What follows belongs to an exercise in optimizing a design on an open flow for small area and a short achievable clock period; a production flow would make more cautious choices.
Only simulation tests tie the RTL to the original design; equivalence was not proved.
Power figures rest on the tool's default switching activity, not on a simulated workload.

10-22:
==> module frame_writer, before the edit <==
module frame_writer
(
   input  logic                 sram_clock,
   input  logic                 rst,
   input  logic                 in_valid,
   input  logic                 in_last,
   input  stream_pkg::sample_t  in_data,
   input  mem_pkg::sram_addr_t  read_ptr,
   output mem_pkg::sram_addr_t  commit_ptr,
   output logic                 frame_dropped,
   output logic [7:0]               mem_wr_lo,
   output logic [7:0]               mem_wr_hi,
   output stream_pkg::buffer_word_t mem_wr_word
);
   mem_pkg::sram_addr_t   wr_ptr;      
   mem_pkg::sram_addr_t   next_ptr;
   logic         discarding;  
   logic         full;
   stream_pkg::buffer_word_t in_word;
   assign next_ptr = mem_pkg::ptr_next(wr_ptr);
   assign full = (next_ptr == read_ptr);
   assign in_word.last = in_last;
   assign in_word.data = in_data;
   assign mem_wr_word = in_word;
   always_ff @(posedge sram_clock)
   begin
      if (rst)
      begin
         wr_ptr        <= '0;
         mem_wr_lo     <= 8'b0000_0001;
         mem_wr_hi     <= 8'b0000_0001;
         commit_ptr    <= '0;
         discarding    <= 1'b0;
         frame_dropped <= 1'b0;
      end
      else
      begin
         frame_dropped <= 1'b0;
         if (in_valid)
         begin
            if (discarding)
            begin
               if (in_last)
               begin
                  discarding <= 1'b0;  
               end
            end
            else if (full)
            begin
               wr_ptr        <= commit_ptr;
               mem_wr_lo     <= 8'b0000_0001 << commit_ptr[2:0];
               mem_wr_hi     <= 8'b0000_0001 << commit_ptr[5:3];
               frame_dropped <= 1'b1;
               discarding    <= !in_last;
            end
            else
            begin
               wr_ptr    <= next_ptr;
               mem_wr_lo <= {mem_wr_lo[6:0], mem_wr_lo[7]};
               if (mem_wr_lo[7])
               begin
                  mem_wr_hi <= {mem_wr_hi[6:0], mem_wr_hi[7]};
               end
               if (in_last)
               begin
                  commit_ptr <= next_ptr;  
               end
            end
         end
      end
   end
endmodule
Settings: LEC_CHECK=0, CAP_MARGIN=20, CORE_MARGIN=2, CORE_UTILIZATION=62, CTS_CLUSTER_DIAMETER=60, CTS_CLUSTER_SIZE=30, SETUP_SLACK_MARGIN=2.0, SLEW_MARGIN=20, SYNTH_HIERARCHICAL=1; clock period 4.0 ns.
run.sh (not shown) runs the stock make flow with config.mk's settings and CLKGATE_MAP_FILE= SYNTH_SCRIPT=/design/flow/synth_recipe.tcl, a recipe that flattens the netlist after the stock synthesis.
Having completed the whole flow, 10-22 delivered a layout that passed the timing, design-rule and antenna checks.
For 11-10, these inputs were changed with respect to 10-22:
diff --git a/flow/design.v b/flow/design.v
--- a/flow/design.v
+++ b/flow/design.v
@@ -98,26 +98,26 @@
    output logic                 frame_dropped,
    output logic [7:0]               mem_wr_lo,
    output logic [7:0]               mem_wr_hi,
    output stream_pkg::buffer_word_t mem_wr_word
 );
    mem_pkg::sram_addr_t   wr_ptr;      
-   mem_pkg::sram_addr_t   next_ptr;
+   mem_pkg::sram_addr_t   next_ptr;    
    logic         discarding;  
    logic         full;
    stream_pkg::buffer_word_t in_word;
-   assign next_ptr = mem_pkg::ptr_next(wr_ptr);
    assign full = (next_ptr == read_ptr);
    assign in_word.last = in_last;
    assign in_word.data = in_data;
    assign mem_wr_word = in_word;
    always_ff @(posedge sram_clock)
    begin
       if (rst)
       begin
          wr_ptr        <= '0;
+         next_ptr      <= mem_pkg::ptr_next('0);
          mem_wr_lo     <= 8'b0000_0001;
          mem_wr_hi     <= 8'b0000_0001;
          commit_ptr    <= '0;
          discarding    <= 1'b0;
          frame_dropped <= 1'b0;
       end
@@ -133,20 +133,22 @@
                   discarding <= 1'b0;  
                end
             end
             else if (full)
             begin
                wr_ptr        <= commit_ptr;
+               next_ptr      <= mem_pkg::ptr_next(commit_ptr);
                mem_wr_lo     <= 8'b0000_0001 << commit_ptr[2:0];
                mem_wr_hi     <= 8'b0000_0001 << commit_ptr[5:3];
                frame_dropped <= 1'b1;
                discarding    <= !in_last;
             end
             else
             begin
                wr_ptr    <= next_ptr;
+               next_ptr  <= mem_pkg::ptr_next(next_ptr);
                mem_wr_lo <= {mem_wr_lo[6:0], mem_wr_lo[7]};
                if (mem_wr_lo[7])
                begin
                   mem_wr_hi <= {mem_wr_hi[6:0], mem_wr_hi[7]};
                end
                if (in_last)
## What came out
In the metrics for 11-10 and 10-22, the one carrying the lower final critical-path share of the clock period is 11-10.
10-22 → 11-10: average wire length per cell after detail routing increased about 1.8%; sequential share of layout area essentially unchanged; length of routed met3 wiring increased about 9%; combinational logic power decreased 4.6%; stage delay of the slowest cell on the critical path decreased 0.08 ns.
11-10 vs 10-22 on final wirelength: 11-10 is the higher one.
The initial antenna violation count in 11-10 sits 3 below the value recorded for 10-22.
[11-10] switching part of the total fell 0.16 points relative to 10-22
On maximum clock rate: between 11-10 and 10-22, it ends up higher for 11-10.
11-10 | stages: all done | timing, DRC, antenna: all pass
Growth of design area from synthesis to finish up 0.16 points in 11-10 wrt 10-22
Comparing 11-10 and 10-22, met2 track demand over resource is lower on 11-10.


Setup of build 33:
RTL: one of the versions met above, not the one the previous note started from.
For scale: ~2400 cells after synthesis, about 1200 flip-flops, about 44000 sq um of cells after synthesis.
==> module frame_writer, before the edit <==
module frame_writer
(
   input  logic                 sram_clock,
   input  logic                 rst,
   input  logic                 in_valid,
   input  logic                 in_last,
   input  stream_pkg::sample_t  in_data,
   input  mem_pkg::sram_addr_t  read_ptr,
   output mem_pkg::sram_addr_t  commit_ptr,
   output logic                 frame_dropped,
   output logic [7:0]               mem_wr_lo,
   output logic [7:0]               mem_wr_hi,
   output stream_pkg::buffer_word_t mem_wr_word
);
   mem_pkg::sram_addr_t   wr_ptr;      
   mem_pkg::sram_addr_t   next_ptr;    
   logic         discarding;  
   logic         full;
   stream_pkg::buffer_word_t in_word;
   assign full = (next_ptr == read_ptr);
   assign in_word.last = in_last;
   assign in_word.data = in_data;
   assign mem_wr_word = in_word;
   always_ff @(posedge sram_clock)
   begin
      if (rst)
      begin
         wr_ptr        <= '0;
         next_ptr      <= mem_pkg::ptr_next('0);
         mem_wr_lo     <= 8'b0000_0001;
         mem_wr_hi     <= 8'b0000_0001;
         commit_ptr    <= '0;
         discarding    <= 1'b0;
         frame_dropped <= 1'b0;
      end
      else
      begin
         frame_dropped <= 1'b0;
         if (in_valid)
         begin
            if (discarding)
            begin
               if (in_last)
               begin
                  discarding <= 1'b0;  
               end
            end
            else if (full)
            begin
               wr_ptr        <= commit_ptr;
               next_ptr      <= mem_pkg::ptr_next(commit_ptr);
               mem_wr_lo     <= 8'b0000_0001 << commit_ptr[2:0];
               mem_wr_hi     <= 8'b0000_0001 << commit_ptr[5:3];
               frame_dropped <= 1'b1;
               discarding    <= !in_last;
            end
            else
            begin
               wr_ptr    <= next_ptr;
               next_ptr  <= mem_pkg::ptr_next(next_ptr);
               mem_wr_lo <= {mem_wr_lo[6:0], mem_wr_lo[7]};
               if (mem_wr_lo[7])
               begin
                  mem_wr_hi <= {mem_wr_hi[6:0], mem_wr_hi[7]};
               end
               if (in_last)
               begin
                  commit_ptr <= next_ptr;  
               end
            end
         end
      end
   end
endmodule
clock: 4.0 ns
lec_check: 0
cap_margin: 20
core_margin: 2
core_utilization: 55
cts_cluster_diameter: 60
cts_cluster_size: 30
setup_slack_margin: 2.0
slew_margin: 20
synth_hierarchical: 1
Inputs modified between build 33 and build 46:
--- a/flow/design.v
+++ b/flow/design.v
@@ -100,12 +100,13 @@
    output logic [7:0]               mem_wr_hi,
    output stream_pkg::buffer_word_t mem_wr_word
 );
    mem_pkg::sram_addr_t   wr_ptr;      
-   mem_pkg::sram_addr_t   next_ptr;    
+   mem_pkg::sram_addr_t   next_ptr;
    logic         discarding;  
    logic         full;
    stream_pkg::buffer_word_t in_word;
+   assign next_ptr = mem_pkg::ptr_next(wr_ptr);
    assign full = (next_ptr == read_ptr);
    assign in_word.last = in_last;
    assign in_word.data = in_data;
    assign mem_wr_word = in_word;
@@ -113,9 +114,8 @@
    begin
       if (rst)
       begin
          wr_ptr        <= '0;
-         next_ptr      <= mem_pkg::ptr_next('0);
          mem_wr_lo     <= 8'b0000_0001;
          mem_wr_hi     <= 8'b0000_0001;
          commit_ptr    <= '0;
          discarding    <= 1'b0;
@@ -135,18 +135,16 @@
             end
             else if (full)
             begin
                wr_ptr        <= commit_ptr;
-               next_ptr      <= mem_pkg::ptr_next(commit_ptr);
                mem_wr_lo     <= 8'b0000_0001 << commit_ptr[2:0];
                mem_wr_hi     <= 8'b0000_0001 << commit_ptr[5:3];
                frame_dropped <= 1'b1;
                discarding    <= !in_last;
             end
             else
             begin
                wr_ptr    <= next_ptr;
-               next_ptr  <= mem_pkg::ptr_next(next_ptr);
                mem_wr_lo <= {mem_wr_lo[6:0], mem_wr_lo[7]};
                if (mem_wr_lo[7])
                begin
                   mem_wr_hi <= {mem_wr_hi[6:0], mem_wr_hi[7]};
## What came out
- Build 46 gives less share of total power in combinational logic than build 33 did.
- Number of synthesized register bits: build 33 vs build 46 identical
- Via count of the first global-routing pass: lower on build 46
- Layout cell share with drive strength beyond 1: build 46 vs build 33 down 1.8 points
- Changes observed in build 46 relative to build 33: sequential cell count neither gained nor lost much; non-clock buffer count went down.
- Fraction of synthesized area in multiplexers across build 46 and build 33: no real change.
- Relative to build 33, power drawn by the combinational cells has decreased by about 2% in build 46.
- Summary of build 46 over build 33: endpoint required time on the critical path higher, number of slew-limit violations in the final report comparable, footprint of the flip-flops and latches flat.


Setup of the reference run:
frame_buffer_top, a different RTL version from the one above (not shown whole).
For scale: roughly 1200 flip-flops, about 43000 um^2 of cells after synthesis.
==> module sram_dual_port, before the edit <==
module sram_dual_port
#(
   parameter int address_width = 6
)
(
   input  logic                       sram_clock,
   input  logic [7:0]                 wr_lo,    
   input  logic [7:0]                 wr_hi,    
   input  stream_pkg::buffer_word_t   wr_word,
   input  logic [7:0]                 rd_lo,    
   input  logic [7:0]                 rd_hi,    
   output stream_pkg::buffer_word_t   rd_word
);
   localparam int depth = 1 << address_width;
   logic [16:0] ram [0:depth-1];
   always_ff @(posedge sram_clock)
   begin
      for (int i = 0; i < depth; i++)
      begin
         if (wr_hi[i/8] & wr_lo[i%8])
         begin
            ram[i] <= wr_word;
         end
      end
   end
   logic [16:0] rd_next;
   always_comb
   begin
      rd_next = '0;
      for (int i = 0; i < depth; i++)
      begin
         rd_next = rd_next | (ram[i] & {(16+1){rd_hi[i/8] & rd_lo[i%8]}});
      end
   end
   always_ff @(posedge sram_clock)
   begin
      rd_word <= rd_next;
   end
endmodule
==> module frame_buffer_top, before the edit <==
module frame_buffer_top
(
   input  logic                 sram_clock,
   input  logic                 rst,
   input  logic                 in_valid,
   input  logic                 in_last,
   input  logic                 hold,
   input  stream_pkg::sample_t  in_data,
   output logic                 out_valid,
   output logic                 out_last,
   output logic                 frame_dropped,
   output stream_pkg::sample_t  out_data
);
   mem_pkg::sram_addr_t commit_ptr;  
   mem_pkg::sram_addr_t read_ptr;
   logic [7:0]               wr_lo;
   logic [7:0]               wr_hi;
   stream_pkg::buffer_word_t wr_word;
   logic [7:0]               rd_lo;
   logic [7:0]               rd_hi;
   stream_pkg::buffer_word_t rd_word;
   frame_writer frame_writer_i
   (
      .sram_clock    (sram_clock),
      .rst           (rst),
      .in_valid      (in_valid),
      .in_last       (in_last),
      .in_data       (in_data),
      .read_ptr      (read_ptr),
      .commit_ptr    (commit_ptr),
      .frame_dropped (frame_dropped),
      .mem_wr_lo      (wr_lo),
      .mem_wr_hi      (wr_hi),
      .mem_wr_word    (wr_word)
   );
   sram_dual_port
   #(
      .address_width (6)
   )
   sram_dual_port_i
   (
      .sram_clock (sram_clock),
      .wr_lo      (wr_lo),
      .wr_hi      (wr_hi),
      .wr_word    (wr_word),
      .rd_lo      (rd_lo),
      .rd_hi      (rd_hi),
      .rd_word    (rd_word)
   );
   frame_reader frame_reader_i
   (
      .sram_clock (sram_clock),
      .rst        (rst),
      .hold       (hold),
      .commit_ptr (commit_ptr),
      .read_ptr   (read_ptr),
      .out_valid  (out_valid),
      .out_last   (out_last),
      .out_data   (out_data),
      .mem_rd_lo      (rd_lo),
      .mem_rd_hi      (rd_hi),
      .mem_rd_word    (rd_word)
   );
endmodule
Settings: LEC_CHECK=0, ABC_AREA=1, CAP_MARGIN=20, CORE_MARGIN=2, CORE_UTILIZATION=55, CTS_CLUSTER_DIAMETER=60, CTS_CLUSTER_SIZE=30, SETUP_SLACK_MARGIN=2.0, SLEW_MARGIN=20; clock period 4.0 ns.
Edits applied to the flow inputs when going from the reference run to the trial run:
diff --git a/flow/design.v b/flow/design.v
--- a/flow/design.v
+++ b/flow/design.v
@@ -17,28 +17,21 @@
 #(
    parameter int address_width = 6
 )
 (
    input  logic                       sram_clock,
-   input  logic [7:0]                 wr_lo,    
-   input  logic [7:0]                 wr_hi,    
+   input  mem_pkg::sram_addr_t        wr_address,
    input  stream_pkg::buffer_word_t   wr_word,
    input  logic [7:0]                 rd_lo,    
    input  logic [7:0]                 rd_hi,    
    output stream_pkg::buffer_word_t   rd_word
 );
    localparam int depth = 1 << address_width;
    logic [16:0] ram [0:depth-1];
    always_ff @(posedge sram_clock)
    begin
-      for (int i = 0; i < depth; i++)
-      begin
-         if (wr_hi[i/8] & wr_lo[i%8])
-         begin
-            ram[i] <= wr_word;
-         end
-      end
+      ram[wr_address] <= wr_word;
    end
    logic [16:0] rd_next;
    always_comb
    begin
       rd_next = '0;
@@ -61,12 +54,11 @@
    input  logic                 in_last,
    input  stream_pkg::sample_t  in_data,
    input  mem_pkg::sram_addr_t  read_ptr,
    output mem_pkg::sram_addr_t  commit_ptr,
    output logic                 frame_dropped,
-   output logic [7:0]               mem_wr_lo,
-   output logic [7:0]               mem_wr_hi,
+   output mem_pkg::sram_addr_t      mem_wr_address,
    output stream_pkg::buffer_word_t mem_wr_word
 );
    mem_pkg::sram_addr_t   wr_ptr;      
    mem_pkg::sram_addr_t   next_ptr;
    logic         discarding;  
@@ -74,18 +66,17 @@
    stream_pkg::buffer_word_t in_word;
    assign next_ptr = mem_pkg::ptr_next(wr_ptr);
    assign full = (next_ptr == read_ptr);
    assign in_word.last = in_last;
    assign in_word.data = in_data;
-   assign mem_wr_word = in_word;
+   assign mem_wr_address = wr_ptr;
+   assign mem_wr_word    = in_word;
    always_ff @(posedge sram_clock)
    begin
       if (rst)
       begin
          wr_ptr        <= '0;
-         mem_wr_lo     <= 8'b0000_0001;
-         mem_wr_hi     <= 8'b0000_0001;
          commit_ptr    <= '0;
          discarding    <= 1'b0;
          frame_dropped <= 1'b0;
       end
       else
@@ -101,23 +92,16 @@
                end
             end
             else if (full)
             begin
                wr_ptr        <= commit_ptr;
-               mem_wr_lo     <= 8'b0000_0001 << commit_ptr[2:0];
-               mem_wr_hi     <= 8'b0000_0001 << commit_ptr[5:3];
                frame_dropped <= 1'b1;
                discarding    <= !in_last;
             end
             else
             begin
-               wr_ptr    <= next_ptr;
-               mem_wr_lo <= {mem_wr_lo[6:0], mem_wr_lo[7]};
-               if (mem_wr_lo[7])
-               begin
-                  mem_wr_hi <= {mem_wr_hi[6:0], mem_wr_hi[7]};
-               end
+               wr_ptr <= next_ptr;
                if (in_last)
                begin
                   commit_ptr <= next_ptr;  
                end
             end
@@ -184,12 +168,11 @@
    output logic                 frame_dropped,
    output stream_pkg::sample_t  out_data
 );
    mem_pkg::sram_addr_t commit_ptr;  
    mem_pkg::sram_addr_t read_ptr;
-   logic [7:0]               wr_lo;
-   logic [7:0]               wr_hi;
+   mem_pkg::sram_addr_t               wr_address;
    stream_pkg::buffer_word_t wr_word;
    logic [7:0]               rd_lo;
    logic [7:0]               rd_hi;
    stream_pkg::buffer_word_t rd_word;
    frame_writer frame_writer_i
@@ -200,23 +183,21 @@
       .in_last       (in_last),
       .in_data       (in_data),
       .read_ptr      (read_ptr),
       .commit_ptr    (commit_ptr),
       .frame_dropped (frame_dropped),
-      .mem_wr_lo      (wr_lo),
-      .mem_wr_hi      (wr_hi),
+      .mem_wr_address (wr_address),
       .mem_wr_word    (wr_word)
    );
    sram_dual_port
    #(
       .address_width (6)
    )
    sram_dual_port_i
    (
       .sram_clock (sram_clock),
-      .wr_lo      (wr_lo),
-      .wr_hi      (wr_hi),
+      .wr_address (wr_address),
       .wr_word    (wr_word),
       .rd_lo      (rd_lo),
       .rd_hi      (rd_hi),
       .rd_word    (rd_word)
    );
## What came out
The wire length on met1 on the trial run is in line with that on the reference run.
Number of clock sinks seen by CTS | the trial run below the reference run
Taking the reference run as the reference, in the trial run placer's final routability congestion estimate moved down; worst path setup slack after routing went down 82 ps.
Compared with the reference run, the trial run shows a lower clock network fraction of total power.
Looking at clock-buffer cell count, the trial run sits above the reference run.
Compared with the reference run, the trial run shows a higher power per cell area.

==> separate check: timing with driven ports <==
The results above use ideal ports. As a check the final layouts listed here were re-extracted and re-timed, cells and wires unchanged. Step 1 (the two cells are an assumption about what drives the block):
set clk [get_ports {sram_clock}]
set_driving_cell -lib_cell sky130_fd_sc_hd__clkbuf_16 $clk
set_driving_cell -lib_cell sky130_fd_sc_hd__buf_2 [delete_from_list [all_inputs] $clk]
Step 2 moves the port delays by t, midway between the first and last clock arrival at a register: inputs arrive t later, outputs are due t later. That takes back most of the time a late clock gives input paths. a / b / c = ideal / step 1 / step 2; a / b = the first two.
run | shift t [ns] | setup slack, ns | worst data-port slew with drivers (ns)
10-22 | 0.710 | 1.877 / 1.877 / 1.400 | 0.04
11-10 | 0.703 | 1.908 / 1.908 / 1.422 | 0.04
build 33 | 0.704 | 1.865 / 1.865 / 1.327 | 0.04
build 46 | 0.713 | 1.917 / 1.917 / 1.395 | 0.08
the reference run | 0.735 | 1.935 / 1.919 / 1.424 | 0.04
the trial run | 0.723 | 1.853 / 1.853 / 1.519 | 0.04
After both steps every run listed still meets setup and hold. For build 33, which loses most, drivers alone change the setup slack by 0.000 ns; drivers and shift together by -0.538 ns.
